Background: an optimization exercise with open tools, aiming at small area, a short achievable clock period and few clock cycles per item. Do not read the settings as production practice.
In this exercise RTL edits were held to simulation tests only and were not proved equivalent to the original.
Power figures rest on the tool's default switching activity, not on a simulated workload.

## R
Design sprite_compositor_n, start of the top module:
module sprite_compositor_n #(
  parameter int N_SPRITES = 8,
  parameter int SPR_SIZE  = 16,
  parameter int COORD_W   = 10,
  parameter int PAL_DEPTH = 16,
  parameter int COLOR_W   = 8,
  parameter int SLOT_W    = (N_SPRITES > 1) ? $clog2(N_SPRITES) : 1,
  parameter int SEL_WP    = $clog2(SPR_SIZE + 1),
  parameter int PAL_WP    = (PAL_DEPTH > 1) ? $clog2(PAL_DEPTH) : 1,
  parameter int DATA_W    = ((2 * COORD_W + PAL_WP + 2) > SPR_SIZE) ? (2 * COORD_W + PAL_WP + 2) : SPR_SIZE
) (
  input  logic                 clk_25,
  input  logic                 n_reset,
  input  logic                 wr_en,
  input  logic [SLOT_W-1:0]    wr_slot,
  input  logic [SEL_WP-1:0]    wr_sel,
  input  logic [DATA_W-1:0]    wr_data,
  input  logic                 att_color,
  input  logic [PAL_WP-1:0]    pal_addr,
  input  logic [3*COLOR_W-1:0] data_color,
  input  logic                 coll_clr,
  input  logic                 pix_valid,
  input  logic [COORD_W-1:0]   row,
  input  logic [COORD_W-1:0]   column,
  input  logic [COLOR_W-1:0]   FIFO_Red,
  input  logic [COLOR_W-1:0]   FIFO_Green,
  input  logic [COLOR_W-1:0]   FIFO_Blue,
  output logic [COLOR_W-1:0]   VGA_R,
  output logic [COLOR_W-1:0]   VGA_G,
  output logic [COLOR_W-1:0]   VGA_B,
  output logic                 out_valid,
  output logic [N_SPRITES-1:0] collision
);
  localparam int N     = N_SPRITES;
  localparam int PAL_W = PAL_WP;
  localparam int RGB_W = 3 * COLOR_W;
  logic [N-1:0][15:0][15:0] bmp_q;      
  logic [N-1:0][15:0]       rv_q;       
  logic [N-1:0][9:0]        x_q, y_q;   
  logic [N-1:0][PAL_W-1:0]  pi_q;
  logic [N-1:0]             md_q;
  logic [N-1:0]             en_q;
  logic [PAL_DEPTH-1:0][RGB_W-1:0] pal_q;   
  logic [PAL_DEPTH-1:0]            pv_q;    
  ...
Size in the first run: about 5,600 cells after synthesis, about 3,200 flip-flops, about 150 I/O pins, about 120,000 um2 of cells after synthesis.
Settings: LEC_CHECK=0, CAP_MARGIN=20, CORE_MARGIN=2, CORE_UTILIZATION=40, SETUP_SLACK_MARGIN=2.4, SLEW_MARGIN=20; clock period 4.5 ns.
run.sh (not shown) runs the stock make flow with config.mk's settings and CLKGATE_MAP_FILE= SYNTH_SCRIPT=/design/flow/synth_recipe.tcl, a recipe that flattens the netlist after the stock synthesis.
Testbench counts of R, summed over its fixed seeds: cycles 33,536, pixels 32,768.
Here is what was changed in the inputs of T compared with R.
--- a/flow/design.v
+++ b/flow/design.v
@@ -77,62 +77,59 @@
         if (attr_we[s]) en_q[s] <= wr_data[24];
         for (int r = 0; r < 16; r++)
           if (row_we[s][r]) rv_q[s][r] <= 1'b1;
       end
       for (int p = 0; p < PAL_DEPTH; p++)
         if (pal_we[p]) pv_q[p] <= 1'b1;
     end
   end
   logic                v0_q, v1_q, v2_q, v3_q, v4_q, ov_q;
   logic [RGB_W-1:0]    bg0_q, bg1_q, bg2_q, bg3_q, bg4_q;
-  logic [N-1:0][3:0]   col0_q;
-  logic [3:0]          rlo0_q;
+  logic [N-1:0][3:0]   col0_q, dy0_q;
   logic [N-1:0]        in0_q;
   logic [N-1:0][15:0]  rb1_q;
   logic [N-1:0][3:0]   dy1_q;
   logic [N-1:0]        in1_q;
   logic [N-1:0]        hit2_q;
   logic [PAL_W-1:0]    pi3_q;
   logic                md3_q, any3_q;
   logic [RGB_W-1:0]    p4_q;
   logic                md4_q, any4_q;
   logic [N-1:0]        coll_q;
   logic [RGB_W-1:0]    rgb_q;
   logic [N-1:0][4:0] lox, loy;    
   logic [N-1:0]      inx, iny;
   logic [N-1:0][5:0] ax, bx, ay, by;
   logic [N-1:0]      in0_d;
-  logic [N-1:0][3:0] col0_d;
+  logic [N-1:0][3:0] col0_d, dy0_d;
   always_comb begin
     for (int s = 0; s < N; s++) begin
       lox[s] = {1'b0, column[3:0]} - {1'b0, x_q[s][3:0]};
       loy[s] = {1'b0, row[3:0]}    - {1'b0, y_q[s][3:0]};
       ax[s]  = column[9:4];
       bx[s]  = ~x_q[s][9:4];
       ay[s]  = row[9:4];
       by[s]  = ~y_q[s][9:4];
       inx[s] = ((ax[s] ^ bx[s] ^ {ax[s][4:0] | bx[s][4:0], ~lox[s][4]}) == '0) &&
                (ax[s][5] | bx[s][5]);
       iny[s] = ((ay[s] ^ by[s] ^ {ay[s][4:0] | by[s][4:0], ~loy[s][4]}) == '0) &&
                (ay[s][5] | by[s][5]);
       in0_d[s]  = en_q[s] & inx[s] & iny[s];
       col0_d[s] = ~lox[s][3:0];     
+      dy0_d[s]  = loy[s][3:0];
     end
   end
   logic [N-1:0][15:0] rb1_d;
-  logic [N-1:0][3:0]  dy1_d;
   always_comb begin
-    for (int s = 0; s < N; s++) begin
+    for (int s = 0; s < N; s++)
       for (int r = 0; r < 16; r++)
         rb1_d[s][r] = bmp_q[s][r][col0_q[s]] & rv_q[s][r];
-      dy1_d[s] = rlo0_q - y_q[s][3:0];
-    end
   end
   logic [N-1:0] hit2_d;
   always_comb begin
     for (int s = 0; s < N; s++)
       hit2_d[s] = in1_q[s] & rb1_q[s][dy1_q[s]];
   end
   logic [PAL_W-1:0] pi3_d;
   logic             md3_d, multi;
   always_comb begin
     pi3_d = '0; md3_d = 1'b0;
@@ -150,22 +147,22 @@
   always_comb begin
     sum_r = {1'b0, p4_q[23:16]} + {1'b0, bg4_q[23:16]};
     sum_g = {1'b0, p4_q[15:8]}  + {1'b0, bg4_q[15:8]};
     sum_b = {1'b0, p4_q[7:0]}   + {1'b0, bg4_q[7:0]};
     if (!any4_q)     rgb_d = bg4_q;
     else if (!md4_q) rgb_d = p4_q;
     else             rgb_d = {sum_r[8:1], sum_g[8:1], sum_b[8:1]};
   end
   always_ff @(posedge clk_25) begin
     bg0_q <= {FIFO_Red, FIFO_Green, FIFO_Blue};
-    col0_q <= col0_d; rlo0_q <= row[3:0]; in0_q <= in0_d;
-    bg1_q <= bg0_q; rb1_q <= rb1_d; dy1_q <= dy1_d; in1_q <= in0_q;
+    col0_q <= col0_d; dy0_q <= dy0_d; in0_q <= in0_d;
+    bg1_q <= bg0_q; rb1_q <= rb1_d; dy1_q <= dy0_q; in1_q <= in0_q;
     bg2_q <= bg1_q; hit2_q <= hit2_d;
     bg3_q <= bg2_q; pi3_q <= pi3_d; md3_q <= md3_d; any3_q <= |hit2_q;
     bg4_q <= bg3_q; p4_q <= p4_d; md4_q <= md3_q; any4_q <= any3_q;
     rgb_q <= rgb_d;
   end
   always_ff @(posedge clk_25 or negedge n_reset) begin
     if (!n_reset) begin
       v0_q <= 1'b0; v1_q <= 1'b0; v2_q <= 1'b0; v3_q <= 1'b0; v4_q <= 1'b0;
     end else begin
       v0_q <= pix_valid; v1_q <= v0_q; v2_q <= v1_q; v3_q <= v2_q; v4_q <= v3_q;
Notes after the runs:
- On fraction of area in clock buffers and inverters, T and R are neck and neck.
- In terms of clock-pin slew on the worst setup and hold paths, R and T differ only marginally.
- T vs. R: transition time of the tightest slew-check pin went up by 0.10 ns.
- Diff R -> T: setup slack of the critical path after layout went up 0.082 ns; combinational share of power now sits lower.
Testbench counts of T, summed over its fixed seeds: cycles 33,536, pixels 32,768.

* * *

Another version of the RTL of sprite_compositor_n (not shown whole).
Size: roughly 150 I/O pins, ~110000 um^2 of cells after synthesis.
export LEC_CHECK = 0
export CAP_MARGIN = 20
export CORE_MARGIN = 2
export CORE_UTILIZATION = 40
export SETUP_SLACK_MARGIN = 2.5
export SLEW_MARGIN = 20
create_clock -name core_clock -period 4.5 [get_ports {clk_25}]
standard.sh (not shown) runs the stock make flow with config.mk's settings and CLKGATE_MAP_FILE= SYNTH_SCRIPT=/design/flow/synth_recipe.tcl, a recipe that flattens the netlist after the stock synthesis.
==> flow/flow/run.sh <==
#!/bin/bash
# Standard layout with two changes: clock tree synthesis adds no dummy balancing
# loads and clusters sinks into larger groups, and the port buffers are plain
# buf_4 cells (which the resizer can size up) instead of delay buffers.
set -e
cp standard.sh standard_copy.log
export CTS_ARGS="-sink_clustering_enable -repair_clock_nets -dont_use_dummy_load -sink_clustering_size 25 -sink_clustering_max_diameter 120"
export BUFFER_PORTS_ARGS="-buffer_cell sky130_fd_sc_hd__buf_4"
bash standard.sh > standard.log 2>&1
Testbench counts at the start, summed over its fixed seeds: cycles 33,536, pixels 32,768.
Rerun with:
--- a/flow/design.v
+++ b/flow/design.v
@@ -31,15 +31,15 @@
   output logic                 out_valid,
   output logic [N_SPRITES-1:0] collision
 );
   localparam int N     = N_SPRITES;
   localparam int PAL_W = PAL_WP;
   localparam int RGB_W = 3 * COLOR_W;
   logic [N-1:0][15:0][15:0] bmp_q;      
-  logic [N-1:0][9:0]        x_q, y_q;
+  logic [N-1:0][9:0]        x_q, y_q;   
   logic [N-1:0][PAL_W-1:0]  pi_q;
   logic [N-1:0]             md_q;
   logic [N-1:0]             en_q;
   logic [PAL_DEPTH-1:0][RGB_W-1:0] pal_q;   
   logic [N-1:0]       slot_we, attr_we;
   logic [N-1:0][15:0] row_we;
   logic [PAL_DEPTH-1:0] pal_we;
@@ -49,29 +49,35 @@
       attr_we[s] = slot_we[s] && (wr_sel == '0);
       for (int r = 0; r < 16; r++)
         row_we[s][r] = slot_we[s] && (wr_sel == SEL_WP'(r + 1));
     end
     for (int p = 0; p < PAL_DEPTH; p++)
       pal_we[p] = att_color && (pal_addr == PAL_W'(p));
   end
-  logic [DATA_W-1:0] wr_din;
-  logic [RGB_W-1:0]  pal_din;
-  assign wr_din  = wr_data & {DATA_W{n_reset}};
-  assign pal_din = data_color & {RGB_W{n_reset}};
   always_ff @(posedge clk_25) begin
     for (int s = 0; s < N; s++) begin
-      if (attr_we[s] || !n_reset) begin
-        x_q[s]  <= wr_din[9:0];
-        y_q[s]  <= wr_din[19:10];
-        pi_q[s] <= wr_din[23:20];
-        en_q[s] <= wr_din[24];
-        md_q[s] <= wr_din[25];
+      if (attr_we[s]) begin
+        x_q[s]  <= wr_data[9:0];
+        y_q[s]  <= wr_data[19:10];
+        pi_q[s] <= wr_data[23:20];
+        md_q[s] <= wr_data[25];
       end
+    end
+  end
+  logic [15:0]      bmp_din;
+  logic [RGB_W-1:0] pal_din;
+  logic [N-1:0]     en_din;
+  assign bmp_din = wr_data[15:0] & {16{n_reset}};
+  assign pal_din = data_color & {RGB_W{n_reset}};
+  assign en_din  = {N{wr_data[24] & n_reset}};
+  always_ff @(posedge clk_25) begin
+    for (int s = 0; s < N; s++) begin
+      if (attr_we[s] || !n_reset) en_q[s] <= en_din[s];
       for (int r = 0; r < 16; r++)
-        if (row_we[s][r] || !n_reset) bmp_q[s][r] <= wr_din[15:0];
+        if (row_we[s][r] || !n_reset) bmp_q[s][r] <= bmp_din;
     end
     for (int p = 0; p < PAL_DEPTH; p++)
       if (pal_we[p] || !n_reset) pal_q[p] <= pal_din;
   end
   logic                v0_q, v1_q, v2_q, v3_q, v4_q, ov_q;
   logic [RGB_W-1:0]    bg0_q, bg1_q, bg2_q, bg3_q, bg4_q;
   logic [N-1:0][3:0]   col0_q;
Effect: Area after synthesis hardly moves; cell count came out lower by 0.65%; die area barely changes; clock-buffer cell count goes down by 8; worst hold slack improved by 0.041 ns; setup slack improved by 0.17 ns; routed wire length went down by 1.5%; clock skew climbs by 0.013 ns; fmax is higher by 7.9%; total power is lower by 7.6%; design area goes down by about 1.1%.
Testbench counts after the change, summed over its fixed seeds: cycles 33,536, pixels 32,768.

[re-timing with driven ports]
No port has a modelled driver above. Below, the same layouts with a new extraction and two added sets of constraints. Step 1, drivers: a clkbuf_16 drives clk_25 and a buf_2 each remaining input, both assumed. Step 2 times the ports against the registers' clock, not the clock port: input delays grow and output delays shrink by t, the midpoint of the rising clock arrivals with the driver on. Slacks: no drivers / after step 1 / after step 2; pairs: no drivers / after step 1.
| run | shift t [ns] | setup WS [ns] | worst hold slack (ns) | worst setup path after step 2 | worst data-port slew with drivers (ns) |
|---|---|---|---|---|---|
| R | 0.988 | 2.230 / 2.112 / 1.295 | 0.006 / -0.026 / 0.263 | input to register | 0.31 |
| T | 0.942 | 2.312 / 2.216 / 1.444 | 0.126 / 0.128 / 0.269 | input to register | 0.24 |
| the first run of note 2 | 0.920 | 2.136 / 2.038 / 1.513 | 0.139 / 0.071 / 0.296 | input to register | 0.23 |
| the second run of note 2 | 0.901 | 2.308 / 2.210 / 1.553 | 0.180 / 0.113 / 0.321 | input to register | 0.19 |
After both steps every run listed still meets setup and hold. The setup slack of R, which loses most, moves by -0.118 ns with the drivers and by -0.935 ns with both steps.
